What follows belongs to an exercise in optimizing a design on an open flow for small area, a short achievable clock period and few clock cycles per item; a production flow would make more cautious choices.
Function was checked by simulation only, so behaviour that the tests miss may differ from the original.
Power figures rest on the tool's default switching activity, not on a simulated workload.

## design/flow/run.sh

```bash
#!/bin/bash
# synth_recipe.tcl (not shown) runs the flow's synth.tcl, then flattens the netlist and writes it again
# the make line also repeats each setting of config.mk as NAME=value (left out here)
make -C /OpenROAD-flow-scripts/flow DESIGN_CONFIG=/design/flow/config.mk WORK_HOME=/design/flow/orfs CLKGATE_MAP_FILE= SYNTH_SCRIPT=/design/flow/synth_recipe.tcl finish
```

## design/flow/config.mk

```make
export PLATFORM = sky130hd
export DESIGN_NAME = int8_zero_point_matvec_core
export DESIGN_NICKNAME = int8_zero_point_matvec_core
export VERILOG_FILES = /design/flow/design.v
export SDC_FILE = /design/flow/constraint.sdc
export NUM_CORES = 4
export LEC_CHECK = 0
export ABC_CLOCK_PERIOD_IN_PS = 2500
export CAP_MARGIN = 20
export CORE_MARGIN = 2
export CORE_UTILIZATION = 55
export CTS_CLUSTER_DIAMETER = 80
export CTS_CLUSTER_SIZE = 24
export PLACE_DENSITY = 0.75
export SETUP_SLACK_MARGIN = 2.05
export SLEW_MARGIN = 20
```

## design/flow/constraint.sdc

```tcl
create_clock -name core_clock -period 4.6 [get_ports {clk}]
set_input_delay 0.9200 -clock core_clock [delete_from_list [all_inputs] [get_ports {clk}]]
set_output_delay 0.9200 -clock core_clock [all_outputs]
set_load 0.01 [all_outputs]
```

## design/flow/design.v

```verilog
package zpmv_pkg;
  localparam int MAX_COLUMNS_DEF = 256;
  localparam int MAX_ROWS_DEF    = 256;
  localparam int CFG_ADDR_W      = 4;
  localparam int CFG_DATA_W      = 32;
  localparam int COUNT_W         = 9;
  localparam int RES_SLOTS       = 3;
endpackage
module zpmv_cfg (
  input  logic                            clk,
  input  logic                            rst,
  input  logic                            psel,
  input  logic                            penable,
  input  logic                            pwrite,
  input  logic [zpmv_pkg::CFG_ADDR_W-1:0] paddr,
  input  logic [zpmv_pkg::CFG_DATA_W-1:0] pwdata,
  output logic [zpmv_pkg::CFG_DATA_W-1:0] prdata,
  output logic                            pready,
  output logic [7:0]                      zero_point,
  output logic [7:0]                      cm1_d,     
  output logic [7:0]                      rm1_d      
);
  logic       wr;
  logic [8:0] rows_in_use;
  logic [8:0] columns_in_use;
  assign pready = 1'b1;
  assign wr     = psel && penable && pwrite;
  always_ff @(posedge clk) begin
    if (rst) begin
      zero_point     <= 8'd0;
      rows_in_use    <= 9'd1;
      columns_in_use <= 9'd1;
    end else if (wr) begin
      case (paddr[3:2])
        2'd0: zero_point     <= pwdata[7:0];
        2'd1: rows_in_use    <= pwdata[8:0];
        2'd2: columns_in_use <= pwdata[8:0];
        default: ;
      endcase
    end
  end
  always_comb begin
    case (paddr[3:2])
      2'd0:    prdata = {24'd0, zero_point};
      2'd1:    prdata = {23'd0, rows_in_use};
      2'd2:    prdata = {23'd0, columns_in_use};
      default: prdata = '0;
    endcase
  end
  logic [8:0] cols_m1;
  logic [8:0] rows_m1;
  assign cols_m1 = columns_in_use - 9'd1;
  assign rows_m1 = rows_in_use - 9'd1;
  always_ff @(posedge clk) begin
    cm1_d <= (columns_in_use == 9'd0) ? 8'd0 : columns_in_use[8] ? 8'd255 : cols_m1[7:0];
    rm1_d <= (rows_in_use == 9'd0) ? 8'd0 : rows_in_use[8] ? 8'd255 : rows_m1[7:0];
  end
endmodule
module zpmv_seq (
  input  logic        clk,
  input  logic        rst,
  input  logic        in_valid,
  output logic        in_ready,
  input  logic        in_mode,
  input  logic [7:0]  in_value,
  input  logic [7:0]  in_vector_index,
  input  logic        res_taken,           
  input  logic [7:0]  zero_point,          
  input  logic [7:0]  cm1_d,
  input  logic [7:0]  rm1_d,
  output logic [15:0] mem_we_hi_n,
  output logic [15:0] mem_we_lo_n,
  output logic [7:0]  mem_wdata,
  output logic [15:0] mem_rd_hi,
  output logic [15:0] mem_rd_lo_n,
  output logic        s1_valid,
  output logic [7:0]  s1_weight,
  output logic        s1_end,
  output logic [7:0]  s1_row,
  output logic        s1_last
);
  localparam int CR_W = $clog2(zpmv_pkg::RES_SLOTS + 1);
  logic            take;
  logic            s0_weight;
  logic [7:0]      s0_value;
  logic [7:0]      col_pos;
  logic [7:0]      row_pos;
  logic [15:0]     col_hi;
  logic [15:0]     col_lo_n;
  logic            col_end;
  logic            row_end;
  logic            take_w;
  logic            refund;
  logic [CR_W-1:0] credits;
  logic [CR_W-1:0] credits_nx;
  assign take   = in_valid && in_ready;
  assign take_w = take && in_mode;
  always_ff @(posedge clk) begin
    s0_value  <= in_value;
    mem_wdata <= in_value - zero_point;
    for (int i = 0; i < 16; i++) begin
      mem_we_lo_n[i] <= in_vector_index[3:0] != 4'(i);
    end
  end
  always_ff @(posedge clk) begin
    if (rst) begin
      s0_weight <= 1'b0;
      mem_we_hi_n <= '1;
    end else begin
      s0_weight <= take_w;
      for (int i = 0; i < 16; i++) begin
        mem_we_hi_n[i] <= !(take && !in_mode && in_vector_index[7:4] == 4'(i));
      end
    end
  end
  assign refund = s0_weight && !col_end;
  always_comb begin
    credits_nx = credits;
    if (take_w)    credits_nx = credits_nx - CR_W'(1);
    if (refund)    credits_nx = credits_nx + CR_W'(1);
    if (res_taken) credits_nx = credits_nx + CR_W'(1);
  end
  always_ff @(posedge clk) begin
    if (rst) begin
      credits  <= CR_W'(zpmv_pkg::RES_SLOTS);
      in_ready <= 1'b0;
    end else begin
      credits  <= credits_nx;
      in_ready <= credits_nx != '0;
    end
  end
  assign col_end = col_pos >= cm1_d;
  assign row_end = row_pos >= rm1_d;
  always_ff @(posedge clk) begin
    if (rst) begin
      col_pos <= '0;
      col_hi   <= 16'd1;
      col_lo_n <= ~16'd1;
      row_pos <= '0;
    end else if (s0_weight) begin
      if (!col_end) begin
        col_pos <= col_pos + 8'd1;
        col_lo_n <= {col_lo_n[14:0], col_lo_n[15]};
        if (!col_lo_n[15]) begin
          col_hi <= {col_hi[14:0], col_hi[15]};
        end
      end else begin
        col_pos <= '0;
        col_hi   <= 16'd1;
        col_lo_n <= ~16'd1;
        row_pos <= row_end ? 8'd0 : row_pos + 8'd1;
      end
    end
  end
  assign mem_rd_hi = col_hi;
  assign mem_rd_lo_n = col_lo_n;
  always_ff @(posedge clk) begin
    if (rst) begin
      s1_valid <= 1'b0;
    end else begin
      s1_valid <= s0_weight;
    end
  end
  always_ff @(posedge clk) begin
    s1_weight <= s0_weight ? s0_value : 8'd0;
    s1_end    <= col_end;
    s1_row    <= row_pos;
    s1_last   <= row_end;
  end
endmodule
module zpmv_vec_mem (
  input  logic        clk,
  input  logic [15:0] we_hi_n,    
  input  logic [15:0] we_lo_n,    
  input  logic [7:0]  wdata,
  input  logic [15:0] rd_hi,      
  input  logic [15:0] rd_lo_n,    
  output logic [7:0]  rdata_lo,   
  output logic [7:0]  rdata_hi    
);
  logic [255:0][7:0] mem;
  logic [15:0][7:0]  grp;
  always_ff @(posedge clk) begin
    for (int h = 0; h < 16; h++) begin
      for (int l = 0; l < 16; l++) begin
        if (!(we_hi_n[h] || we_lo_n[l])) begin
          mem[h*16+l] <= wdata;
        end
      end
    end
  end
  always_comb begin
    for (int h = 0; h < 16; h++) begin
      grp[h] = '1;
      for (int l = 0; l < 16; l++) begin
        grp[h] = grp[h] & ({8{rd_lo_n[l]}} | mem[h*16+l]);
      end
    end
    rdata_lo = '0;
    rdata_hi = '0;
    for (int h = 0; h < 8; h++) begin
      rdata_lo = rdata_lo | ({8{rd_hi[h]}} & grp[h]);
      rdata_hi = rdata_hi | ({8{rd_hi[h+8]}} & grp[h+8]);
    end
  end
endmodule
module zpmv_mac (
  input  logic        clk,
  input  logic        rst,
  input  logic        s1_valid,
  input  logic [7:0]  s1_weight,
  input  logic [7:0]  s1_rdata_lo,
  input  logic [7:0]  s1_rdata_hi,
  input  logic        s1_rsel,
  input  logic        s1_end,
  input  logic [7:0]  s1_row,
  input  logic        s1_last,
  output logic        res_taken,
  output logic        out_valid,
  input  logic        out_ready,
  output logic [15:0] row_sum,
  output logic [7:0]  row_number,
  output logic        last_row
);
  localparam int EW = 16 + 8 + 1;
  logic [7:0]  w;
  logic [7:0]  x;
  logic        s2_valid;
  logic        s2_end;
  logic [7:0]  s2_row;
  logic        s2_last;
  logic        s3_end;
  logic [7:0]  s3_row;
  logic        s3_last;
  logic        acc_clear;
  logic [15:0] acc_s;
  logic [15:0] acc_c;
  logic [15:0] acc_s_g;
  logic [15:0] acc_c_g;
  logic [15:0] acc_s_nx;
  logic [15:0] acc_c_nx;
  logic [15:0] sum;
  logic        push;
  logic [EW-1:0] pdata;
  assign w = s1_weight;
  assign x = s1_rsel ? s1_rdata_hi : s1_rdata_lo;
  logic ta_1;
  logic ta_2;
  logic ta_3;
  logic ta_4;
  logic ta_5;
  logic ta_6;
  logic ta_7;
  logic ta_8;
  logic ta_9;
  logic ta_10;
  logic ta_11;
  logic ta_12;
  logic ta_13;
  logic ta_14;
  logic ta_15;
  logic ta_16;
  logic ta_17;
  logic ta_18;
  logic ta_19;
  logic ta_20;
  logic ta_21;
  logic ta_22;
  logic ta_23;
  logic ta_24;
  logic ta_25;
  logic ta_26;
  logic ta_27;
  logic ta_28;
  logic ta_29;
  logic ta_30;
  logic ta_31;
  logic ta_32;
  logic ta_33;
  logic ta_34;
  logic ta_35;
  logic ta_36;
  logic ta_37;
  logic ta_38;
  logic ta_39;
  logic ta_40;
  logic ta_41;
  logic ta_42;
  logic ta_43;
  logic ta_44;
  logic ta_45;
  logic ta_46;
  logic ta_47;
  logic ta_48;
  logic ta_49;
  logic ta_50;
  logic ta_51;
  logic ta_52;
  logic ta_53;
  logic ta_54;
  logic ta_55;
  logic ta_56;
  logic ta_57;
  logic ta_58;
  logic ta_59;
  logic ta_60;
  logic ta_61;
  logic ta_62;
  logic ta_63;
  logic ta_64;
  logic ta_65;
  logic ta_66;
  logic ta_67;
  logic ta_68;
  logic ta_69;
  logic ta_70;
  logic ta_71;
  logic ta_72;
  logic ta_73;
  logic ta_74;
  logic ta_75;
  logic ta_76;
  logic ta_77;
  logic ta_78;
  logic ta_79;
  logic ta_80;
  logic ta_81;
  logic ta_82;
  logic ta_83;
  logic ta_84;
  logic ta_85;
  logic ta_86;
  logic ta_87;
  logic ta_88;
  logic ta_89;
  logic ta_90;
  logic ta_91;
  logic ta_92;
  logic ta_93;
  logic ta_94;
  logic ta_95;
  logic ta_96;
  logic ta_97;
  logic ta_98;
  logic ta_99;
  logic ta_100;
  logic ta_101;
  logic ta_102;
  logic ta_103;
  logic ta_104;
  logic tb_1;
  logic tb_2;
  logic tb_3;
  logic tb_4;
  logic tb_5;
  logic tb_6;
  logic tb_7;
  logic tb_8;
  logic tb_9;
  logic tb_10;
  logic tb_11;
  logic tb_12;
  logic tb_13;
  logic tb_14;
  logic tb_15;
  logic tb_16;
  logic tb_17;
  logic tb_18;
  logic tb_19;
  logic tb_20;
  logic tb_21;
  logic tb_22;
  logic tb_23;
  logic tb_24;
  logic tb_25;
  logic tb_26;
  logic tb_27;
  logic tb_28;
  logic tb_29;
  logic tb_30;
  logic tb_31;
  logic tb_32;
  logic tb_33;
  logic tb_34;
  logic tb_35;
  logic tb_36;
  logic tb_37;
  logic tb_38;
  logic tb_39;
  logic tb_40;
  logic tb_41;
  logic tb_42;
  logic tb_43;
  logic tb_44;
  logic tb_45;
  logic tb_46;
  logic tb_47;
  logic tb_48;
  logic tb_49;
  logic tb_50;
  logic tb_51;
  logic tb_52;
  logic tb_53;
  logic tb_54;
  logic tb_55;
  logic tb_56;
  logic tb_57;
  logic tb_58;
  logic tb_59;
  logic tb_60;
  logic tb_61;
  logic tb_62;
  logic tb_63;
  logic tb_64;
  logic tb_65;
  logic tb_66;
  logic tb_67;
  logic tb_68;
  logic tb_69;
  logic tb_70;
  logic tb_71;
  logic tb_72;
  logic tb_73;
  logic tb_74;
  logic tb_75;
  logic tb_76;
  logic tb_77;
  logic tb_78;
  logic tb_79;
  logic tb_80;
  logic tb_81;
  logic tb_82;
  logic tb_83;
  logic tb_84;
  logic tb_85;
  logic tb_86;
  logic tb_87;
  logic tb_88;
  logic tb_89;
  logic tb_90;
  logic tb_91;
  logic tb_92;
  logic tb_93;
  logic tb_94;
  logic tb_95;
  logic tb_96;
  logic tb_97;
  logic tb_98;
  logic tb_99;
  logic tb_100;
  logic tb_101;
  logic tb_102;
  logic tb_103;
  logic tb_104;
  logic tb_105;
  logic tb_106;
  logic a_q_0_0;
  logic a_q_1_0;
  logic a_q_1_1;
  logic a_q_2_0;
  logic a_q_2_1;
  logic a_q_2_2;
  logic a_q_3_0;
  logic a_q_3_1;
  logic a_q_3_2;
  logic a_q_3_3;
  logic a_q_4_0;
  logic a_q_4_1;
  logic a_q_4_2;
  logic a_q_4_3;
  logic a_q_5_0;
  logic a_q_5_1;
  logic a_q_5_2;
  logic a_q_5_3;
  logic a_q_6_0;
  logic a_q_6_1;
  logic a_q_6_2;
  logic a_q_6_3;
  logic a_q_7_0;
  logic a_q_7_1;
  logic a_q_7_2;
  logic a_q_7_3;
  logic a_q_8_0;
  logic a_q_8_1;
  logic a_q_8_2;
  logic a_q_8_3;
  logic a_q_9_0;
  logic a_q_9_1;
  logic a_q_9_2;
  logic a_q_9_3;
  logic a_q_10_0;
  logic a_q_10_1;
  logic a_q_10_2;
  logic a_q_10_3;
  logic a_q_11_0;
  logic a_q_11_1;
  logic a_q_11_2;
  logic a_q_11_3;
  logic a_q_12_0;
  logic a_q_12_1;
  logic a_q_12_2;
  logic a_q_12_3;
  logic a_q_13_0;
  logic a_q_13_1;
  logic a_q_14_0;
  assign ta_1 = (w[0] & x[0]);
  assign ta_2 = (w[0] & x[1]);
  assign ta_3 = (w[1] & x[0]);
  assign ta_4 = (w[0] & x[2]);
  assign ta_5 = (w[1] & x[1]);
  assign ta_6 = (w[2] & x[0]);
  assign ta_7 = (w[0] & x[3]);
  assign ta_8 = (w[1] & x[2]);
  assign ta_9 = (w[2] & x[1]);
  assign ta_10 = (w[3] & x[0]);
  assign ta_11 = (w[0] & x[4]);
  assign ta_12 = (w[1] & x[3]);
  assign ta_13 = (w[2] & x[2]);
  assign ta_14 = (w[3] & x[1]);
  assign ta_15 = (w[4] & x[0]);
  assign ta_16 = (w[0] & x[5]);
  assign ta_17 = (w[1] & x[4]);
  assign ta_18 = (w[2] & x[3]);
  assign ta_19 = (w[3] & x[2]);
  assign ta_20 = (w[4] & x[1]);
  assign ta_21 = (w[5] & x[0]);
  assign ta_22 = (w[0] & x[6]);
  assign ta_23 = (w[1] & x[5]);
  assign ta_24 = (w[2] & x[4]);
  assign ta_25 = (w[3] & x[3]);
  assign ta_26 = (w[4] & x[2]);
  assign ta_27 = (w[5] & x[1]);
  assign ta_28 = (w[6] & x[0]);
  assign ta_29 = ~(w[0] & x[7]);
  assign ta_30 = (w[1] & x[6]);
  assign ta_31 = (w[2] & x[5]);
  assign ta_32 = (w[3] & x[4]);
  assign ta_33 = (w[4] & x[3]);
  assign ta_34 = (w[5] & x[2]);
  assign ta_35 = (w[6] & x[1]);
  assign ta_36 = ~(w[7] & x[0]);
  assign ta_37 = ~(w[1] & x[7]);
  assign ta_38 = (w[2] & x[6]);
  assign ta_39 = (w[3] & x[5]);
  assign ta_40 = (w[4] & x[4]);
  assign ta_41 = (w[5] & x[3]);
  assign ta_42 = (w[6] & x[2]);
  assign ta_43 = ~(w[7] & x[1]);
  assign ta_44 = ~(w[2] & x[7]);
  assign ta_45 = (w[3] & x[6]);
  assign ta_46 = (w[4] & x[5]);
  assign ta_47 = (w[5] & x[4]);
  assign ta_48 = (w[6] & x[3]);
  assign ta_49 = ~(w[7] & x[2]);
  assign ta_50 = ~(w[3] & x[7]);
  assign ta_51 = (w[4] & x[6]);
  assign ta_52 = (w[5] & x[5]);
  assign ta_53 = (w[6] & x[4]);
  assign ta_54 = ~(w[7] & x[3]);
  assign ta_55 = ~(w[4] & x[7]);
  assign ta_56 = (w[5] & x[6]);
  assign ta_57 = (w[6] & x[5]);
  assign ta_58 = ~(w[7] & x[4]);
  assign ta_59 = ~(w[5] & x[7]);
  assign ta_60 = (w[6] & x[6]);
  assign ta_61 = ~(w[7] & x[5]);
  assign ta_62 = ~(w[6] & x[7]);
  assign ta_63 = ~(w[7] & x[6]);
  assign ta_64 = (w[7] & x[7]);
  assign ta_65 = ta_22 ^ ta_23;
  assign ta_66 = ta_22 & ta_23;
  assign ta_67 = ta_29 ^ ta_30 ^ ta_31;
  assign ta_68 = (ta_29 & ta_30) | (ta_29 & ta_31) | (ta_30 & ta_31);
  assign ta_69 = ta_32 ^ ta_33;
  assign ta_70 = ta_32 & ta_33;
  assign ta_71 = ta_37 ^ ta_38 ^ ta_39;
  assign ta_72 = (ta_37 & ta_38) | (ta_37 & ta_39) | (ta_38 & ta_39);
  assign ta_73 = ta_40 ^ ta_41 ^ ta_42;
  assign ta_74 = (ta_40 & ta_41) | (ta_40 & ta_42) | (ta_41 & ta_42);
  assign ta_75 = ta_44 ^ ta_45 ^ ta_46;
  assign ta_76 = (ta_44 & ta_45) | (ta_44 & ta_46) | (ta_45 & ta_46);
  assign ta_77 = ta_11 ^ ta_12;
  assign ta_78 = ta_11 & ta_12;
  assign ta_79 = ta_16 ^ ta_17 ^ ta_18;
  assign ta_80 = (ta_16 & ta_17) | (ta_16 & ta_18) | (ta_17 & ta_18);
  assign ta_81 = ta_19 ^ ta_20;
  assign ta_82 = ta_19 & ta_20;
  assign ta_83 = ta_65 ^ ta_24 ^ ta_25;
  assign ta_84 = (ta_65 & ta_24) | (ta_65 & ta_25) | (ta_24 & ta_25);
  assign ta_85 = ta_26 ^ ta_27 ^ ta_28;
  assign ta_86 = (ta_26 & ta_27) | (ta_26 & ta_28) | (ta_27 & ta_28);
  assign ta_87 = ta_66 ^ ta_67 ^ ta_69;
  assign ta_88 = (ta_66 & ta_67) | (ta_66 & ta_69) | (ta_67 & ta_69);
  assign ta_89 = ta_34 ^ ta_35 ^ ta_36;
  assign ta_90 = (ta_34 & ta_35) | (ta_34 & ta_36) | (ta_35 & ta_36);
  assign ta_91 = ta_68 ^ ta_70 ^ ta_71;
  assign ta_92 = (ta_68 & ta_70) | (ta_68 & ta_71) | (ta_70 & ta_71);
  assign ta_93 = ta_73 ^ ta_43 ^ 1'b1;
  assign ta_94 = (ta_73 & ta_43) | (ta_73 & 1'b1) | (ta_43 & 1'b1);
  assign ta_95 = ta_72 ^ ta_74 ^ ta_75;
  assign ta_96 = (ta_72 & ta_74) | (ta_72 & ta_75) | (ta_74 & ta_75);
  assign ta_97 = ta_47 ^ ta_48 ^ ta_49;
  assign ta_98 = (ta_47 & ta_48) | (ta_47 & ta_49) | (ta_48 & ta_49);
  assign ta_99 = ta_76 ^ ta_50 ^ ta_51;
  assign ta_100 = (ta_76 & ta_50) | (ta_76 & ta_51) | (ta_50 & ta_51);
  assign ta_101 = ta_52 ^ ta_53 ^ ta_54;
  assign ta_102 = (ta_52 & ta_53) | (ta_52 & ta_54) | (ta_53 & ta_54);
  assign ta_103 = ta_55 ^ ta_56 ^ ta_57;
  assign ta_104 = (ta_55 & ta_56) | (ta_55 & ta_57) | (ta_56 & ta_57);
  always_ff @(posedge clk) begin
    a_q_0_0 <= ta_1;
    a_q_1_0 <= ta_2;
    a_q_1_1 <= ta_3;
    a_q_2_0 <= ta_4;
    a_q_2_1 <= ta_5;
    a_q_2_2 <= ta_6;
    a_q_3_0 <= ta_7;
    a_q_3_1 <= ta_8;
    a_q_3_2 <= ta_9;
    a_q_3_3 <= ta_10;
    a_q_4_0 <= ta_77;
    a_q_4_1 <= ta_13;
    a_q_4_2 <= ta_14;
    a_q_4_3 <= ta_15;
    a_q_5_0 <= ta_78;
    a_q_5_1 <= ta_79;
    a_q_5_2 <= ta_81;
    a_q_5_3 <= ta_21;
    a_q_6_0 <= ta_80;
    a_q_6_1 <= ta_82;
    a_q_6_2 <= ta_83;
    a_q_6_3 <= ta_85;
    a_q_7_0 <= ta_84;
    a_q_7_1 <= ta_86;
    a_q_7_2 <= ta_87;
    a_q_7_3 <= ta_89;
    a_q_8_0 <= ta_88;
    a_q_8_1 <= ta_90;
    a_q_8_2 <= ta_91;
    a_q_8_3 <= ta_93;
    a_q_9_0 <= ta_92;
    a_q_9_1 <= ta_94;
    a_q_9_2 <= ta_95;
    a_q_9_3 <= ta_97;
    a_q_10_0 <= ta_96;
    a_q_10_1 <= ta_98;
    a_q_10_2 <= ta_99;
    a_q_10_3 <= ta_101;
    a_q_11_0 <= ta_100;
    a_q_11_1 <= ta_102;
    a_q_11_2 <= ta_103;
    a_q_11_3 <= ta_58;
    a_q_12_0 <= ta_104;
    a_q_12_1 <= ta_59;
    a_q_12_2 <= ta_60;
    a_q_12_3 <= ta_61;
    a_q_13_0 <= ta_62;
    a_q_13_1 <= ta_63;
    a_q_14_0 <= ta_64;
    s2_end  <= s1_end;
    s2_row  <= s1_row;
    s2_last <= s1_last;
  end
  always_ff @(posedge clk) begin
    if (rst) begin
      s2_valid <= 1'b0;
    end else begin
      s2_valid <= s1_valid;
    end
  end
  assign acc_s_g = acc_clear ? 16'd0 : acc_s;
  assign acc_c_g = acc_clear ? 16'd0 : acc_c;
  assign tb_1 = acc_s_g[2] ^ acc_c_g[2];
  assign tb_2 = acc_s_g[2] & acc_c_g[2];
  assign tb_3 = acc_s_g[3] ^ acc_c_g[3] ^ a_q_3_0;
  assign tb_4 = (acc_s_g[3] & acc_c_g[3]) | (acc_s_g[3] & a_q_3_0) | (acc_c_g[3] & a_q_3_0);
  assign tb_5 = a_q_3_1 ^ a_q_3_2;
  assign tb_6 = a_q_3_1 & a_q_3_2;
  assign tb_7 = acc_s_g[4] ^ acc_c_g[4] ^ a_q_4_0;
  assign tb_8 = (acc_s_g[4] & acc_c_g[4]) | (acc_s_g[4] & a_q_4_0) | (acc_c_g[4] & a_q_4_0);
  assign tb_9 = a_q_4_1 ^ a_q_4_2 ^ a_q_4_3;
  assign tb_10 = (a_q_4_1 & a_q_4_2) | (a_q_4_1 & a_q_4_3) | (a_q_4_2 & a_q_4_3);
  assign tb_11 = acc_s_g[5] ^ acc_c_g[5] ^ a_q_5_0;
  assign tb_12 = (acc_s_g[5] & acc_c_g[5]) | (acc_s_g[5] & a_q_5_0) | (acc_c_g[5] & a_q_5_0);
  assign tb_13 = a_q_5_1 ^ a_q_5_2 ^ a_q_5_3;
  assign tb_14 = (a_q_5_1 & a_q_5_2) | (a_q_5_1 & a_q_5_3) | (a_q_5_2 & a_q_5_3);
  assign tb_15 = acc_s_g[6] ^ acc_c_g[6] ^ a_q_6_0;
  assign tb_16 = (acc_s_g[6] & acc_c_g[6]) | (acc_s_g[6] & a_q_6_0) | (acc_c_g[6] & a_q_6_0);
  assign tb_17 = a_q_6_1 ^ a_q_6_2 ^ a_q_6_3;
  assign tb_18 = (a_q_6_1 & a_q_6_2) | (a_q_6_1 & a_q_6_3) | (a_q_6_2 & a_q_6_3);
  assign tb_19 = acc_s_g[7] ^ acc_c_g[7] ^ a_q_7_0;
  assign tb_20 = (acc_s_g[7] & acc_c_g[7]) | (acc_s_g[7] & a_q_7_0) | (acc_c_g[7] & a_q_7_0);
  assign tb_21 = a_q_7_1 ^ a_q_7_2 ^ a_q_7_3;
  assign tb_22 = (a_q_7_1 & a_q_7_2) | (a_q_7_1 & a_q_7_3) | (a_q_7_2 & a_q_7_3);
  assign tb_23 = acc_s_g[8] ^ acc_c_g[8] ^ a_q_8_0;
  assign tb_24 = (acc_s_g[8] & acc_c_g[8]) | (acc_s_g[8] & a_q_8_0) | (acc_c_g[8] & a_q_8_0);
  assign tb_25 = a_q_8_1 ^ a_q_8_2 ^ a_q_8_3;
  assign tb_26 = (a_q_8_1 & a_q_8_2) | (a_q_8_1 & a_q_8_3) | (a_q_8_2 & a_q_8_3);
  assign tb_27 = acc_s_g[9] ^ acc_c_g[9] ^ a_q_9_0;
  assign tb_28 = (acc_s_g[9] & acc_c_g[9]) | (acc_s_g[9] & a_q_9_0) | (acc_c_g[9] & a_q_9_0);
  assign tb_29 = a_q_9_1 ^ a_q_9_2 ^ a_q_9_3;
  assign tb_30 = (a_q_9_1 & a_q_9_2) | (a_q_9_1 & a_q_9_3) | (a_q_9_2 & a_q_9_3);
  assign tb_31 = acc_s_g[10] ^ acc_c_g[10] ^ a_q_10_0;
  assign tb_32 = (acc_s_g[10] & acc_c_g[10]) | (acc_s_g[10] & a_q_10_0) | (acc_c_g[10] & a_q_10_0);
  assign tb_33 = a_q_10_1 ^ a_q_10_2 ^ a_q_10_3;
  assign tb_34 = (a_q_10_1 & a_q_10_2) | (a_q_10_1 & a_q_10_3) | (a_q_10_2 & a_q_10_3);
  assign tb_35 = acc_s_g[11] ^ acc_c_g[11] ^ a_q_11_0;
  assign tb_36 = (acc_s_g[11] & acc_c_g[11]) | (acc_s_g[11] & a_q_11_0) | (acc_c_g[11] & a_q_11_0);
  assign tb_37 = a_q_11_1 ^ a_q_11_2 ^ a_q_11_3;
  assign tb_38 = (a_q_11_1 & a_q_11_2) | (a_q_11_1 & a_q_11_3) | (a_q_11_2 & a_q_11_3);
  assign tb_39 = acc_s_g[12] ^ acc_c_g[12] ^ a_q_12_0;
  assign tb_40 = (acc_s_g[12] & acc_c_g[12]) | (acc_s_g[12] & a_q_12_0) | (acc_c_g[12] & a_q_12_0);
  assign tb_41 = a_q_12_1 ^ a_q_12_2 ^ a_q_12_3;
  assign tb_42 = (a_q_12_1 & a_q_12_2) | (a_q_12_1 & a_q_12_3) | (a_q_12_2 & a_q_12_3);
  assign tb_43 = acc_s_g[13] ^ acc_c_g[13] ^ a_q_13_0;
  assign tb_44 = (acc_s_g[13] & acc_c_g[13]) | (acc_s_g[13] & a_q_13_0) | (acc_c_g[13] & a_q_13_0);
  assign tb_45 = acc_s_g[1] ^ acc_c_g[1];
  assign tb_46 = acc_s_g[1] & acc_c_g[1];
  assign tb_47 = tb_1 ^ a_q_2_0 ^ a_q_2_1;
  assign tb_48 = (tb_1 & a_q_2_0) | (tb_1 & a_q_2_1) | (a_q_2_0 & a_q_2_1);
  assign tb_49 = tb_2 ^ tb_3 ^ tb_5;
  assign tb_50 = (tb_2 & tb_3) | (tb_2 & tb_5) | (tb_3 & tb_5);
  assign tb_51 = tb_4 ^ tb_6 ^ tb_7;
  assign tb_52 = (tb_4 & tb_6) | (tb_4 & tb_7) | (tb_6 & tb_7);
  assign tb_53 = tb_8 ^ tb_10 ^ tb_11;
  assign tb_54 = (tb_8 & tb_10) | (tb_8 & tb_11) | (tb_10 & tb_11);
  assign tb_55 = tb_12 ^ tb_14 ^ tb_15;
  assign tb_56 = (tb_12 & tb_14) | (tb_12 & tb_15) | (tb_14 & tb_15);
  assign tb_57 = tb_16 ^ tb_18 ^ tb_19;
  assign tb_58 = (tb_16 & tb_18) | (tb_16 & tb_19) | (tb_18 & tb_19);
  assign tb_59 = tb_20 ^ tb_22 ^ tb_23;
  assign tb_60 = (tb_20 & tb_22) | (tb_20 & tb_23) | (tb_22 & tb_23);
  assign tb_61 = tb_24 ^ tb_26 ^ tb_27;
  assign tb_62 = (tb_24 & tb_26) | (tb_24 & tb_27) | (tb_26 & tb_27);
  assign tb_63 = tb_28 ^ tb_30 ^ tb_31;
  assign tb_64 = (tb_28 & tb_30) | (tb_28 & tb_31) | (tb_30 & tb_31);
  assign tb_65 = tb_32 ^ tb_34 ^ tb_35;
  assign tb_66 = (tb_32 & tb_34) | (tb_32 & tb_35) | (tb_34 & tb_35);
  assign tb_67 = tb_36 ^ tb_38 ^ tb_39;
  assign tb_68 = (tb_36 & tb_38) | (tb_36 & tb_39) | (tb_38 & tb_39);
  assign tb_69 = tb_40 ^ tb_42 ^ tb_43;
  assign tb_70 = (tb_40 & tb_42) | (tb_40 & tb_43) | (tb_42 & tb_43);
  assign tb_71 = tb_44 ^ acc_s_g[14] ^ acc_c_g[14];
  assign tb_72 = (tb_44 & acc_s_g[14]) | (tb_44 & acc_c_g[14]) | (acc_s_g[14] & acc_c_g[14]);
  assign tb_73 = acc_s_g[15] ^ acc_c_g[15];
  assign tb_74 = acc_s_g[15] & acc_c_g[15];
  assign tb_75 = acc_s_g[0] ^ acc_c_g[0];
  assign tb_76 = acc_s_g[0] & acc_c_g[0];
  assign tb_77 = tb_45 ^ a_q_1_0 ^ a_q_1_1;
  assign tb_78 = (tb_45 & a_q_1_0) | (tb_45 & a_q_1_1) | (a_q_1_0 & a_q_1_1);
  assign tb_79 = tb_46 ^ tb_47 ^ a_q_2_2;
  assign tb_80 = (tb_46 & tb_47) | (tb_46 & a_q_2_2) | (tb_47 & a_q_2_2);
  assign tb_81 = tb_48 ^ tb_49 ^ a_q_3_3;
  assign tb_82 = (tb_48 & tb_49) | (tb_48 & a_q_3_3) | (tb_49 & a_q_3_3);
  assign tb_83 = tb_50 ^ tb_51 ^ tb_9;
  assign tb_84 = (tb_50 & tb_51) | (tb_50 & tb_9) | (tb_51 & tb_9);
  assign tb_85 = tb_52 ^ tb_53 ^ tb_13;
  assign tb_86 = (tb_52 & tb_53) | (tb_52 & tb_13) | (tb_53 & tb_13);
  assign tb_87 = tb_54 ^ tb_55 ^ tb_17;
  assign tb_88 = (tb_54 & tb_55) | (tb_54 & tb_17) | (tb_55 & tb_17);
  assign tb_89 = tb_56 ^ tb_57 ^ tb_21;
  assign tb_90 = (tb_56 & tb_57) | (tb_56 & tb_21) | (tb_57 & tb_21);
  assign tb_91 = tb_58 ^ tb_59 ^ tb_25;
  assign tb_92 = (tb_58 & tb_59) | (tb_58 & tb_25) | (tb_59 & tb_25);
  assign tb_93 = tb_60 ^ tb_61 ^ tb_29;
  assign tb_94 = (tb_60 & tb_61) | (tb_60 & tb_29) | (tb_61 & tb_29);
  assign tb_95 = tb_62 ^ tb_63 ^ tb_33;
  assign tb_96 = (tb_62 & tb_63) | (tb_62 & tb_33) | (tb_63 & tb_33);
  assign tb_97 = tb_64 ^ tb_65 ^ tb_37;
  assign tb_98 = (tb_64 & tb_65) | (tb_64 & tb_37) | (tb_65 & tb_37);
  assign tb_99 = tb_66 ^ tb_67 ^ tb_41;
  assign tb_100 = (tb_66 & tb_67) | (tb_66 & tb_41) | (tb_67 & tb_41);
  assign tb_101 = tb_68 ^ tb_69 ^ a_q_13_1;
  assign tb_102 = (tb_68 & tb_69) | (tb_68 & a_q_13_1) | (tb_69 & a_q_13_1);
  assign tb_103 = tb_70 ^ tb_71 ^ a_q_14_0;
  assign tb_104 = (tb_70 & tb_71) | (tb_70 & a_q_14_0) | (tb_71 & a_q_14_0);
  assign tb_105 = tb_72 ^ tb_73 ^ 1'b1;
  assign tb_106 = (tb_72 & tb_73) | (tb_72 & 1'b1) | (tb_73 & 1'b1);
  assign acc_s_nx[0] = tb_75;
  assign acc_c_nx[0] = a_q_0_0;
  assign acc_s_nx[1] = tb_76;
  assign acc_c_nx[1] = tb_77;
  assign acc_s_nx[2] = tb_78;
  assign acc_c_nx[2] = tb_79;
  assign acc_s_nx[3] = tb_80;
  assign acc_c_nx[3] = tb_81;
  assign acc_s_nx[4] = tb_82;
  assign acc_c_nx[4] = tb_83;
  assign acc_s_nx[5] = tb_84;
  assign acc_c_nx[5] = tb_85;
  assign acc_s_nx[6] = tb_86;
  assign acc_c_nx[6] = tb_87;
  assign acc_s_nx[7] = tb_88;
  assign acc_c_nx[7] = tb_89;
  assign acc_s_nx[8] = tb_90;
  assign acc_c_nx[8] = tb_91;
  assign acc_s_nx[9] = tb_92;
  assign acc_c_nx[9] = tb_93;
  assign acc_s_nx[10] = tb_94;
  assign acc_c_nx[10] = tb_95;
  assign acc_s_nx[11] = tb_96;
  assign acc_c_nx[11] = tb_97;
  assign acc_s_nx[12] = tb_98;
  assign acc_c_nx[12] = tb_99;
  assign acc_s_nx[13] = tb_100;
  assign acc_c_nx[13] = tb_101;
  assign acc_s_nx[14] = tb_102;
  assign acc_c_nx[14] = tb_103;
  assign acc_s_nx[15] = tb_104;
  assign acc_c_nx[15] = tb_105;
  always_ff @(posedge clk) begin
    acc_s <= acc_s_nx;
    acc_c <= acc_c_nx;
  end
  always_ff @(posedge clk) begin
    if (rst) begin
      acc_clear <= 1'b1;
      push      <= 1'b0;
    end else begin
      if (s2_valid) acc_clear <= s2_end;
      push <= s2_valid && s2_end;
    end
  end
  always_ff @(posedge clk) begin
    s3_row  <= s2_row;
    s3_last <= s2_last;
  end
  assign sum   = acc_s + acc_c;
  assign pdata = {sum, s3_row, s3_last};
  logic [EW-1:0] q0, q1, q2;
  logic [2:0]    qv;
  logic          deq;
  assign deq       = qv[0] && out_ready;
  assign res_taken = deq;
  always_ff @(posedge clk) begin
    if (rst) begin
      qv <= '0;
    end else begin
      if (deq) begin
        qv[0] <= qv[1] || push;
        qv[1] <= qv[2] || (qv[1] && push);
        qv[2] <= qv[2] && push;
      end else begin
        qv[0] <= qv[0] || push;
        qv[1] <= qv[1] || (qv[0] && push);
        qv[2] <= qv[2] || (qv[1] && push);
      end
    end
  end
  always_ff @(posedge clk) begin
    if (deq) begin
      q0 <= qv[1] ? q1 : pdata;
      q1 <= qv[2] ? q2 : pdata;
      q2 <= pdata;
    end else begin
      if (!qv[0])          q0 <= pdata;
      if (qv[0] && !qv[1]) q1 <= pdata;
      if (qv[1] && !qv[2]) q2 <= pdata;
    end
  end
  assign out_valid  = qv[0];
  assign row_sum    = q0[EW-1:9];
  assign row_number = q0[8:1];
  assign last_row   = q0[0];
endmodule
module int8_zero_point_matvec_core #(
  parameter int MAX_COLUMNS = zpmv_pkg::MAX_COLUMNS_DEF,
  parameter int MAX_ROWS    = zpmv_pkg::MAX_ROWS_DEF
) (
  input  logic                            clk,
  input  logic                            rst,
  input  logic                            in_valid,
  output logic                            in_ready,
  input  logic                            in_mode,
  input  logic signed [7:0]               in_value,
  input  logic [7:0]                      in_vector_index,
  output logic                            out_valid,
  input  logic                            out_ready,
  output logic signed [15:0]              out_row_sum,
  output logic [7:0]                      out_row_number,
  output logic                            out_last_row,
  input  logic                            psel,
  input  logic                            penable,
  input  logic                            pwrite,
  input  logic [zpmv_pkg::CFG_ADDR_W-1:0] paddr,
  input  logic [zpmv_pkg::CFG_DATA_W-1:0] pwdata,
  output logic [zpmv_pkg::CFG_DATA_W-1:0] prdata,
  output logic                            pready
);
  logic [7:0]  zero_point;
  logic [7:0]  cm1_d;
  logic [7:0]  rm1_d;
  logic        res_taken;
  logic [15:0] mem_we_hi_n;
  logic [15:0] mem_we_lo_n;
  logic [7:0]  mem_wdata;
  logic [15:0] mem_rd_hi;
  logic [15:0] mem_rd_lo_n;
  logic [7:0]  mem_rdata_lo;
  logic [7:0]  mem_rdata_hi;
  logic        s1_valid;
  logic [7:0]  s1_weight;
  logic        s1_end;
  logic [7:0]  s1_row;
  logic        s1_last;
  logic [7:0]  s1_rdata_lo;
  logic [7:0]  s1_rdata_hi;
  logic        s1_rsel;
  zpmv_cfg u_cfg (
    .clk     (clk),
    .rst     (rst),
    .psel    (psel),
    .penable (penable),
    .pwrite  (pwrite),
    .paddr   (paddr),
    .pwdata  (pwdata),
    .prdata  (prdata),
    .pready  (pready),
    .zero_point (zero_point),
    .cm1_d   (cm1_d),
    .rm1_d   (rm1_d)
  );
  zpmv_seq u_seq (
    .clk             (clk),
    .rst             (rst),
    .in_valid        (in_valid),
    .in_ready        (in_ready),
    .in_mode         (in_mode),
    .in_value        (in_value),
    .in_vector_index (in_vector_index),
    .res_taken       (res_taken),
    .zero_point      (zero_point),
    .cm1_d           (cm1_d),
    .rm1_d           (rm1_d),
    .mem_we_hi_n     (mem_we_hi_n),
    .mem_we_lo_n     (mem_we_lo_n),
    .mem_wdata       (mem_wdata),
    .mem_rd_hi       (mem_rd_hi),
    .mem_rd_lo_n     (mem_rd_lo_n),
    .s1_valid        (s1_valid),
    .s1_weight       (s1_weight),
    .s1_end          (s1_end),
    .s1_row          (s1_row),
    .s1_last         (s1_last)
  );
  zpmv_vec_mem u_mem (
    .clk   (clk),
    .we_hi_n (mem_we_hi_n),
    .we_lo_n (mem_we_lo_n),
    .wdata (mem_wdata),
    .rd_hi (mem_rd_hi),
    .rd_lo_n (mem_rd_lo_n),
    .rdata_lo (mem_rdata_lo),
    .rdata_hi (mem_rdata_hi)
  );
  always_ff @(posedge clk) begin
    s1_rdata_lo <= mem_rdata_lo;
    s1_rdata_hi <= mem_rdata_hi;
    s1_rsel     <= |mem_rd_hi[15:8];
  end
  zpmv_mac u_mac (
    .clk        (clk),
    .rst        (rst),
    .s1_valid   (s1_valid),
    .s1_weight  (s1_weight),
    .s1_rdata_lo(s1_rdata_lo),
    .s1_rdata_hi(s1_rdata_hi),
    .s1_rsel    (s1_rsel),
    .s1_end     (s1_end),
    .s1_row     (s1_row),
    .s1_last    (s1_last),
    .res_taken  (res_taken),
    .out_valid  (out_valid),
    .out_ready  (out_ready),
    .row_sum    (out_row_sum),
    .row_number (out_row_number),
    .last_row   (out_last_row)
  );
endmodule
```

==> report_table.html, run 1 <==
<table>
<tr><th>Metric</th><th>Value</th></tr>
<tr><th colspan="2">Timing</th></tr>
<tr><td>Final sum of negative setup slack</td><td>0 ns</td></tr>
<tr><td>Highest attainable clock frequency</td><td>about 0.37 GHz</td></tr>
<tr><td>Measured slew at the worst slew-check pin</td><td>around 1.2 ns</td></tr>
<tr><td>Final max-slew violation count</td><td>0</td></tr>
<tr><td>Setup violations, final</td><td>0</td></tr>
<tr><td>Number of endpoints with negative hold slack in the final report</td><td>0</td></tr>
<tr><td>Worst rel slew slack</td><td>between 10% and 20%</td></tr>
<tr><td>Fin worst setup slack</td><td>1.89 ns</td></tr>
<tr><td>Unrepaired setup endpoints after global routing</td><td>yes</td></tr>
<tr><td>Tmin final</td><td>around 2.7 ns</td></tr>
<tr><td>Share of the cycle needed by the critical path after routing</td><td>58.9%</td></tr>
<tr><td>Setup skew after layout</td><td>~0.063 ns</td></tr>
<tr><th colspan="2">Synth</th></tr>
<tr><td>Commonest cells post-synth</td><td>edfxtp_1, o22ai_1, nor2_1</td></tr>
<tr><td>Post-synth EDFFs</td><td>2123</td></tr>
<tr><td>Most numerous cell in the Yosys netlist</td><td>edfxtp_1</td></tr>
<tr><td>Sequential area share after synthesis</td><td>79.2%</td></tr>
<tr><td>Mean instance size in the synthesized netlist</td><td>16.0 sq um</td></tr>
<tr><td>Synthesized area</td><td>roughly 88000 sq um</td></tr>
<tr><td>Predominant post-synthesis flop cell</td><td>edfxtp_1</td></tr>
<tr><td>Total of flip-flops plus latches after synthesis</td><td>2407</td></tr>
<tr><td>Fraction of post-synthesis cell area in the top cell type by area</td><td>72.7%</td></tr>
<tr><td>Number of distinct library cells after synthesis</td><td>67</td></tr>
<tr><td>Number of cells produced by synthesis</td><td>5499</td></tr>
<tr><td>Post-synthesis cell type with the largest combined area</td><td>edfxtp_1</td></tr>
<tr><td>Cell types with the largest area share after synthesis</td><td>edfxtp_1, dfxtp_1, o22ai_1, nor2_1, nor4_1</td></tr>
<tr><td>Async set or reset register ratio after synthesis</td><td>0%</td></tr>
<tr><td>Ys Warns</td><td>5</td></tr>
<tr><th colspan="2">Floorplan</th></tr>
<tr><td>Die span in x</td><td>403 microns</td></tr>
<tr><td>Num ports</td><td>120</td></tr>
<tr><td>Total number of placement rows</td><td>between 100 and 150</td></tr>
<tr><td>Area of the die</td><td>between 150000 and 200000 sq um</td></tr>
<tr><td>Initial Utilization</td><td>55.4%</td></tr>
<tr><td>Area of the placeable core</td><td>158000 sq um</td></tr>
<tr><td>Die boundary height</td><td>about 400 microns</td></tr>
<tr><th colspan="2">Route</th></tr>
<tr><td>DRC violation total after the first TritonRoute iteration</td><td>9066</td></tr>
<tr><td>Residual antenna-violating net count after detailed routing</td><td>0</td></tr>
<tr><td>Detailed-route vias per instance</td><td>just under 7</td></tr>
<tr><td>Number of optimization iterations in the first detailed-route pass</td><td>8</td></tr>
<tr><td>Final wirelength</td><td>roughly 240000 microns</td></tr>
<tr><td>DR vias</td><td>about 52000</td></tr>
<tr><td>Detailed-route wire length per cell</td><td>about 31 microns</td></tr>
<tr><td>DRC violations left</td><td>0</td></tr>
<tr><th colspan="2">Clock tree</th></tr>
<tr><td>Buffer cell driving the clock tree root</td><td>clkbuf_16</td></tr>
<tr><td>CTS tree</td><td>yes</td></tr>
<tr><td>Worst-skew pair later-pin latency</td><td>between 0.8 and 0.9 ns</td></tr>
<tr><td>Maximum number of buffers from clock root to sink</td><td>3</td></tr>
<tr><td>Clock transition time at the flip-flop clock pins of the worst setup and hold paths</td><td>0.10 ns</td></tr>
<tr><td>Clock net sink count</td><td>between 2000 and 2500</td></tr>
<tr><td>Clock H-tree levels</td><td>3</td></tr>
<tr><td>TritonCTS buffer count</td><td>112</td></tr>
<tr><th colspan="2">Power and ir drop</th></tr>
<tr><td>Pwr dens</td><td>389 nW/um^2</td></tr>
<tr><td>Pleak</td><td>30.1 nW</td></tr>
<tr><td>Overall power after layout</td><td>between 30 and 40 mW</td></tr>
<tr><td>Worst vdd ir</td><td>~0.00032 V</td></tr>
<tr><th colspan="2">Worst setup path</th></tr>
<tr><td>Cell family contributing the most delay on the critical path</td><td>simple AND/OR/NAND/NOR gates</td></tr>
<tr><td>Arrival time at the worst endpoint</td><td>about 3.5 ns</td></tr>
<tr><td>Critical Path End Type</td><td>register</td></tr>
<tr><td>Slowest cell on the critical path</td><td>nor4_1</td></tr>
<tr><td>Critical Path Start Type</td><td>register</td></tr>
<tr><td>Crit path required time</td><td>approximately 5.3 ns</td></tr>
<tr><td>Highest fanout seen on the critical path</td><td>26</td></tr>
<tr><td>Worst setup path class</td><td>register to register</td></tr>
<tr><td>Delay of the slowest cell on the worst path</td><td>about 0.7 ns</td></tr>
<tr><td>Buffers and inverters on the worst path</td><td>1</td></tr>
<tr><td>Series of cell instances along the critical path</td><td>buf_4, o22ai_1, nor4_1, o2111ai_1, nand4_1, or2_2</td></tr>
<tr><th colspan="2">Global routing</th></tr>
<tr><td>Wire length of the first global-routing pass</td><td>~340000 microns</td></tr>
<tr><td>Pin count of the biggest net entering global routing</td><td>between 150 and 200</td></tr>
<tr><td>Number of global-route vias before repair</td><td>between 40000 and 50000</td></tr>
<tr><td>Final global-route overflow total</td><td>0</td></tr>
<tr><td>Total track usage</td><td>between 20 and 30%</td></tr>
<tr><td>Number of antenna violations at the first check in global routing</td><td>15</td></tr>
<tr><th colspan="2">Finish</th></tr>
<tr><td>Final standard cell count with taps included and fillers excluded</td><td>between 7000 and 8000</td></tr>
<tr><td>Area growth from synthesis to layout</td><td>8.92%</td></tr>
<tr><td>Fraction of final layout cells with drive strength greater than 1</td><td>approximately 8.3%</td></tr>
<tr><td>Final core utilization</td><td>roughly 60%</td></tr>
<tr><td># nets final</td><td>5690</td></tr>
<tr><th colspan="2">Place</th></tr>
<tr><td>Last weighted congestion value of the routability-driven placer</td><td>approximately 0.89</td></tr>
<tr><td>Pre-CTS WS</td><td>between 0.6 and 0.7 ns</td></tr>
<tr><td>HPWL after detailed placement</td><td>135000 microns</td></tr>
<tr><td>Placed cell count</td><td>between 7000 and 8000</td></tr>
<tr><td>Input/output buffers</td><td>70</td></tr>
<tr><th colspan="2">Min path</th></tr>
<tr><td>Worst min-delay path class</td><td>register to register</td></tr>
<tr><th colspan="2">Run</th></tr>
<tr><td>Number of violations of the max-capacitance limit</td><td>0</td></tr>
<tr><th colspan="2">Status</th></tr>
<tr><td>Status</td><td>complete, no violations</td></tr>
</table>
flip-flops by register name (all words and copies together) (netlist names), 9 cells and up:
| register | cells |
|---|---|
| u_mac.acc_c | 16 |
| u_mac.acc_s | 16 |
| u_seq.mem_we_lo_n | 16 |
| u_cfg.columns_in_use | 9 |
| u_mac.q2 | 25 |
| u_seq.col_hi | 16 |
| u_seq.mem_we_hi_n | 16 |
| u_cfg.rows_in_use | 9 |
| u_mem.mem | 2048 |
| u_seq.col_lo_n | 16 |
| u_mac.q1 | 25 |
| u_mac.q0 | 25 |
cell type report:
class | count | area (sq um)
Sequential cell | 2407 | 69600
Multi-Input combinational cell | 2623 | 16700
Tap cell | 2072 | 2590
Timing Repair inverter | 1 | 5.00
Antenna cell | 4 | 10.0
Clock buffer | 198 | 3170
Clock inverter | 14 | 189
Inverter | 122 | 467
Fill cell | 10967 | 62800
Timing Repair Buffer | 248 | 2820
layer usage:
metal  global-route usage, %  wire length, microns  share of wire [%]
met1                    39.4                 83400                 35
met2                    44.2                110000                 46
met3                    7.52                 35500                 15
met4                    11.7                 11000                4.6
met5                       0                   112              0.047
path summary, 6_finish.rpt:
kind	start	endpoint	slack (ns)	depth (start not counted)
max	u_seq.col_lo_n[4]$_SDFFE_PP1P_	s1_rdata_lo[3]$_DFF_P_	1.89	6
min reg2reg	u_mac.s2_row[3]$_DFF_P_	u_mac.s3_row[3]$_DFF_P_	0.33	0
min	u_mac.s2_row[3]$_DFF_P_	u_mac.s3_row[3]$_DFF_P_	0.33	0
max reg2reg	u_seq.col_lo_n[4]$_SDFFE_PP1P_	s1_rdata_lo[3]$_DFF_P_	1.89	6
worst reg2reg max path, delay by kind of cell (launching register included):
kind | cells | cell delay [ns]
AO/OA/AOI/OAI | 2 | 0.45
flip-flops | 1 | 0.65
buffers and inverters | 1 | 0.39
AND/OR/NAND/NOR | 3 | 1.15
placed cells by master (no fill, tap or decap), drive strengths merged, types with 61 or more instances in the layout:
| master | count |
|---|---|
| clkbuf | 199 |
| fa | 64 |
| nor2 | 475 |
| edfxtp | 2123 |
| o2111ai | 128 |
| nor4 | 263 |
| dfxtp | 284 |
| a21oi | 61 |
| o22ai | 896 |
| nand2 | 228 |
| buf | 189 |
| inv | 125 |
cell families after synthesis:
group / share of synthesized area [%]
buffers and inverters: 2.30
adder cells (fa/ha/maj): 2.20
AND/OR/NAND/NOR: 6.60
XOR/XNOR: 0.389
AO/OA/AOI/OAI: 8.98
other: 0.00856
multiplexers: 0.369
flip-flops: 79.2
power by group:
part | internal, mW | total [mW] | switching (mW)
combinational | 0.379 | 1.29 | 0.906
clock | 4.81 | 11.4 | 6.56
sequential | 24.2 | 24.5 | 0.290
total | 29.4 | 37.1 | 7.75
stage by stage:
stage	cell area [sq um]	hold WS, ns
after floorplan	87800	0.310
final	95500	0.330
after global routing	95500	0.337
after detailed placement	90900	0.312
after global placement	90900	0.314
after CTS	95200	0.334
timing repair:
item	in CTS	in global routing
setup endpoints to repair	97	59
resized for setup	153	47
cloned	0	1
pin swaps	3	1
setup buffers	56	10
hold buffers	0	0
Testbench counts, summed over its fixed seeds: cycles 126,983, items 126,647.
==> run 2: changes to the inputs <==
--- a/design/flow/config.mk
+++ b/design/flow/config.mk
@@ -12,5 +12,5 @@
 export CTS_CLUSTER_DIAMETER = 80
 export CTS_CLUSTER_SIZE = 24
 export PLACE_DENSITY = 0.75
-export SETUP_SLACK_MARGIN = 2.05
+export SETUP_SLACK_MARGIN = 2.25
 export SLEW_MARGIN = 20
==> run 2 against run 1 <==
Net effect:
- core utilization increased by 0.76 points
- critical path depth decreased by 1
- via count increased by 2.0%
- largest cell class unchanged
==> report_table.html, run 2 <==
<table>
<tr><th>Metric</th><th>Value</th></tr>
<tr><th colspan="2">Power and ir drop</th></tr>
<tr><td>Switching Fraction</td><td>21.1%</td></tr>
<tr><td>Worst vdd ir</td><td>0.000382 V</td></tr>
<tr><td>Internal portion of total power</td><td>around 29 mW</td></tr>
<tr><td>Flop pwr share</td><td>65.5%</td></tr>
<tr><td>Pleak</td><td>approximately 31 nW</td></tr>
<tr><td>Pwr dens</td><td>just under 400 nW/um^2</td></tr>
<tr><td>Proportion of power drawn by the clock network</td><td>30.6%</td></tr>
<tr><td>Switching component of the power</td><td>approximately 7.9 mW</td></tr>
<tr><td>Combinational Power Share</td><td>under 10%</td></tr>
<tr><th colspan="2">Worst setup path</th></tr>
<tr><td>Crit path required time</td><td>between 3 and 4 ns</td></tr>
<tr><td>Series of cell instances along the critical path</td><td>buf_12, buf_12, mux2i_2, o21ai_2, buf_2</td></tr>
<tr><td>Cell repeated most along the worst path</td><td>buf_12</td></tr>
<tr><td>Highest fanout seen on the critical path</td><td>6</td></tr>
<tr><td>Critical Path Start Type</td><td>primary input</td></tr>
<tr><td>Worst setup path class</td><td>primary input to primary output</td></tr>
<tr><td>Arrival time at the worst endpoint</td><td>between 1.5 and 2 ns</td></tr>
<tr><td>Slowest cell on the critical path</td><td>mux2i_2</td></tr>
<tr><td>Critical Path End Type</td><td>primary output</td></tr>
<tr><td>Delay of the slowest cell on the worst path</td><td>roughly 0.27 ns</td></tr>
<tr><td>Worst Reg2Reg Path Length in Cells</td><td>8</td></tr>
<tr><th colspan="2">Place</th></tr>
<tr><td>Input/output buffers</td><td>70</td></tr>
<tr><td>HPWL after detailed placement</td><td>between 100000 and 150000 microns</td></tr>
<tr><td>Last weighted congestion value of the routability-driven placer</td><td>between 0.8 and 0.9</td></tr>
<tr><th colspan="2">Synth</th></tr>
<tr><td>Number of distinct library cells after synthesis</td><td>67</td></tr>
<tr><td>Number of cells produced by synthesis</td><td>between 5000 and 6000</td></tr>
<tr><td>XOR/XNOR Fraction of Synth Area</td><td>less than 1%</td></tr>
<tr><td>Fraction of post-synthesis cell area in the top cell type by area</td><td>between 70 and 80%</td></tr>
<tr><td>Synthesized area</td><td>around 88000 sq um</td></tr>
<tr><td>Fraction of the mapped netlist area in simple logic gates</td><td>between 6 and 7%</td></tr>
<tr><td>Post-synthesis cell type with the largest combined area</td><td>edfxtp_1</td></tr>
<tr><td>Mean instance size in the synthesized netlist</td><td>between 15 and 20 sq um</td></tr>
<tr><td>Predominant post-synthesis flop cell</td><td>edfxtp_1</td></tr>
<tr><td>Total of flip-flops plus latches after synthesis</td><td>between 2000 and 2500</td></tr>
<tr><td>Ys Warns</td><td>5</td></tr>
<tr><td>Commonest cells post-synth</td><td>edfxtp_1, o22ai_1, nor2_1</td></tr>
<tr><td>Cell types with the largest area share after synthesis</td><td>edfxtp_1, dfxtp_1, o22ai_1, nor2_1, nor4_1</td></tr>
<tr><td>Sequential area share after synthesis</td><td>about four fifths</td></tr>
<tr><td>Async set or reset register ratio after synthesis</td><td>0%</td></tr>
<tr><td>Combinational family with the most area after synthesis</td><td>compound AO/OA/AOI/OAI gates</td></tr>
<tr><td>Mux share of post-synthesis cell area</td><td>less than 1%</td></tr>
<tr><td>Post-synth EDFFs</td><td>2123</td></tr>
<tr><td>Adder and majority cell fraction of the synthesized area</td><td>about 2.2%</td></tr>
<tr><td>Most numerous cell in the Yosys netlist</td><td>edfxtp_1</td></tr>
<tr><td>Compound-Gate Fraction of Synth Area</td><td>~9%</td></tr>
<tr><th colspan="2">Route</th></tr>
<tr><td>Residual antenna-violating net count after detailed routing</td><td>0</td></tr>
<tr><td>DR vias</td><td>53536</td></tr>
<tr><td>Number of optimization iterations in the first detailed-route pass</td><td>6</td></tr>
<tr><td>DRC violation total after the first TritonRoute iteration</td><td>9288</td></tr>
<tr><td>Detailed-route wire length per cell</td><td>32.0 microns</td></tr>
<tr><td>Final wirelength</td><td>~250000 microns</td></tr>
<tr><td>DRC violations left</td><td>0</td></tr>
<tr><td>Detailed-route vias per instance</td><td>around 7</td></tr>
<tr><th colspan="2">Global routing</th></tr>
<tr><td>Total track usage</td><td>between 20 and 30%</td></tr>
<tr><td>Number of global-route vias before repair</td><td>just under 50000</td></tr>
<tr><td>Number of antenna violations at the first check in global routing</td><td>18</td></tr>
<tr><td>Pin count of the biggest net entering global routing</td><td>between 200 and 300</td></tr>
<tr><td>Wire length of the first global-routing pass</td><td>349000 microns</td></tr>
<tr><td>Final global-route overflow total</td><td>0</td></tr>
<tr><th colspan="2">Min path</th></tr>
<tr><td>Worst min-delay path class</td><td>register to register</td></tr>
<tr><td>Cell depth of the worst min-delay path</td><td>0</td></tr>
<tr><th colspan="2">Floorplan</th></tr>
<tr><td>Die span in x</td><td>403 microns</td></tr>
<tr><td>Die boundary height</td><td>403 microns</td></tr>
<tr><td>Initial Utilization</td><td>between 50% and 60%</td></tr>
<tr><td>Area of the die</td><td>163000 sq um</td></tr>
<tr><td>Area of the placeable core</td><td>approximately 160000 sq um</td></tr>
<tr><td>Num ports</td><td>120</td></tr>
<tr><td>Total number of placement rows</td><td>around 150</td></tr>
<tr><th colspan="2">Timing</th></tr>
<tr><td>Final sum of negative setup slack</td><td>0 ns</td></tr>
<tr><td>Worst Hold Margin</td><td>roughly 0.33 ns</td></tr>
<tr><td>Setup skew after layout</td><td>0.0388 ns</td></tr>
<tr><td>Unrepaired setup endpoints after global routing</td><td>yes</td></tr>
<tr><td>Final max-slew violation count</td><td>0</td></tr>
<tr><td>Tmin final</td><td>between 2 and 3 ns</td></tr>
<tr><td>Setup violations, final</td><td>0</td></tr>
<tr><td>Worst rel slew slack</td><td>around 11%</td></tr>
<tr><td>Measured slew at the worst slew-check pin</td><td>between 1 and 1.5 ns</td></tr>
<tr><td>Share of the cycle needed by the critical path after routing</td><td>a little under three fifths</td></tr>
<tr><td>Number of endpoints with negative hold slack in the final report</td><td>0</td></tr>
<tr><td>Highest attainable clock frequency</td><td>0.389 GHz</td></tr>
<tr><th colspan="2">Clock tree</th></tr>
<tr><td>Maximum number of buffers from clock root to sink</td><td>3</td></tr>
<tr><td>Clock net sink count</td><td>between 2000 and 2500</td></tr>
<tr><td>Buffer cell driving the clock tree root</td><td>clkbuf_16</td></tr>
<tr><td>Worst-skew pair later-pin latency</td><td>between 0.8 and 0.9 ns</td></tr>
<tr><td>TritonCTS buffer count</td><td>around 110</td></tr>
<tr><td>Clock H-tree levels</td><td>3</td></tr>
<tr><td>Clock transition time at the flip-flop clock pins of the worst setup and hold paths</td><td>0.09 ns</td></tr>
<tr><td>Number of buffers inserted by hold repair at cts</td><td>0</td></tr>
<tr><td>CTS tree</td><td>yes</td></tr>
<tr><th colspan="2">Finish</th></tr>
<tr><td>Fraction of final layout cells with drive strength greater than 1</td><td>11.2%</td></tr>
<tr><td># nets final</td><td>5746</td></tr>
<tr><td>Largest Register</td><td>u_mem.mem</td></tr>
<tr><td>Most common cell after layout, fill and taps aside</td><td>edfxtp_1</td></tr>
<tr><td>Commonest non-fill, non-tap cells in the layout</td><td>edfxtp_1, o22ai_1, nor2_1</td></tr>
<tr><td>Area growth from synthesis to layout</td><td>10.3%</td></tr>
<tr><td>Flip-flop count of the largest register after layout</td><td>a little over 2000</td></tr>
<tr><th colspan="2">Run</th></tr>
<tr><td>Number of violations of the max-capacitance limit</td><td>0</td></tr>
<tr><th colspan="2">Status</th></tr>
<tr><td>Status</td><td>complete, no violations</td></tr>
</table>
==> run 2: cell counts after synthesis <==
Identical to the previous run, type by type.
==> run 2: repair_timing <==
item                       4_1_cts  5_1_grt
pin swaps                       14       39
gates resized for setup        281       87
cloned                           4        3
setup buffers                   88       25
setup endpoints to repair      123       85
==> run 2: per-layer routing <==
| metal | vias to the layer above | global-route usage, % | wire [microns] |
|---|---|---|---|
| met2 | 4672 | 44.2 | 111000 |
| met1 | 26377 | 40.2 | 85500 |
| met5 | - | 0 | 171 |
| met3 | 748 | 9.59 | 39200 |
| met4 | 26 | 13.4 | 12400 |
| li1 | 21713 | - | - |
==> run 2: worst paths after layout <==
kind,start,to,slack (ns)
max reg2reg,u_seq.col_lo_n[14]$_SDFFE_PP1P_,s1_rdata_lo[0]$_DFF_P_,2.11
min reg2reg,u_seq.s1_row[4]$_DFF_P_,u_mac.s2_row[4]$_DFF_P_,0.33
min,u_seq.s1_row[4]$_DFF_P_,u_mac.s2_row[4]$_DFF_P_,0.33
max,paddr[2],prdata[0],2.03
==> run 2: logic make-up (layout without fill, tap and decap cells) <==
kind of cell             count (synthesis)  after routing
buffers and inverters                  491            637
adder cells (fa/ha/maj)                116            116
AO/OA/AOI/OAI                         1202           1202
other                                    2             35
AND/OR/NAND/NOR                       1211           1212
flip-flops                            2407           2407
multiplexers                            31             31
XOR/XNOR                                39             39
==> run 2: power groups by stage <==
stage | Sequential (mW) | Clock (mW) | Combinational (mW)
6_report | 24.4 | 11.4 | 1.47
5_1_grt | 24.4 | 12.1 | 1.56
4_1_cts | 24.4 | 11.4 | 1.34
3_5_place_dp | 24.9 | 0 | 1.29
3_3_place_gp | 24.9 | 0 | 1.24
2_1_floorplan | 25.1 | 0 | 0.499
==> run 2: layout make-up <==
cell class	instances	area [sq um]
diodes	11	27.5
repair inverters	1	8.76
clock inverters	11	155
flip-flops and latches	2407	69600
multi-input cells	2624	17200
well taps	2072	2590
fillers	10831	61600
clock buffers	199	3180
inverters	122	470
repair buffers	304	3500
==> run 2: stage by stage <==
stage | cells | util [%] | setup WS [ns] | total power, mW | instance area [sq um]
3_5_place_dp | 7409 | 57.4 | 0.832 | 26.2 | 90900
2_1_floorplan | 5521 | - | 2.27 | 25.6 | 87900
5_1_grt | 7740 | 61.1 | 2.00 | 38.1 | 96700
3_3_place_gp | 7409 | 57.4 | 0.837 | 26.2 | 90900
4_1_cts | 7711 | 60.6 | 2.03 | 37.1 | 96000
6_report | 7751 | 61.1 | 2.03 | 37.3 | 96800
==> run 2: critical path: cells and delay by family <==
family | cells | cell delay, ns
compound gates | 1 | 0.08
mux | 1 | 0.27
buf+inv | 3 | 0.37

port drivers added, routing unchanged:
How much do the figures lean on ideal ports? The routed layouts below were timed once more, with nothing changed but the port constraints. Step 1 (the two cells are an assumption about what drives the block):
set clk [get_ports {clk}]
set_driving_cell -lib_cell sky130_fd_sc_hd__clkbuf_16 $clk
set_driving_cell -lib_cell sky130_fd_sc_hd__buf_2 [delete_from_list [all_inputs] $clk]
Step 2 times the ports against the registers' clock, not the clock port: input delays grow and output delays shrink by t, the midpoint of the rising clock arrivals with the driver on. Three values: ideal ports, drivers, drivers and shift; two values: the first two.
| run | shift t [ns] | slack for setup (ns) | pins driven straight from the clock port |
|---|---|---|---|
| run 1 | 0.877 | 1.890 / 1.864 / 1.471 | 1 |
| run 2 | 0.879 | 2.032 / 1.960 / 1.596 | 1 |
After both steps every run listed still meets setup and hold. For run 2, which loses most, drivers alone change the setup slack by -0.072 ns; drivers and shift together by -0.436 ns.
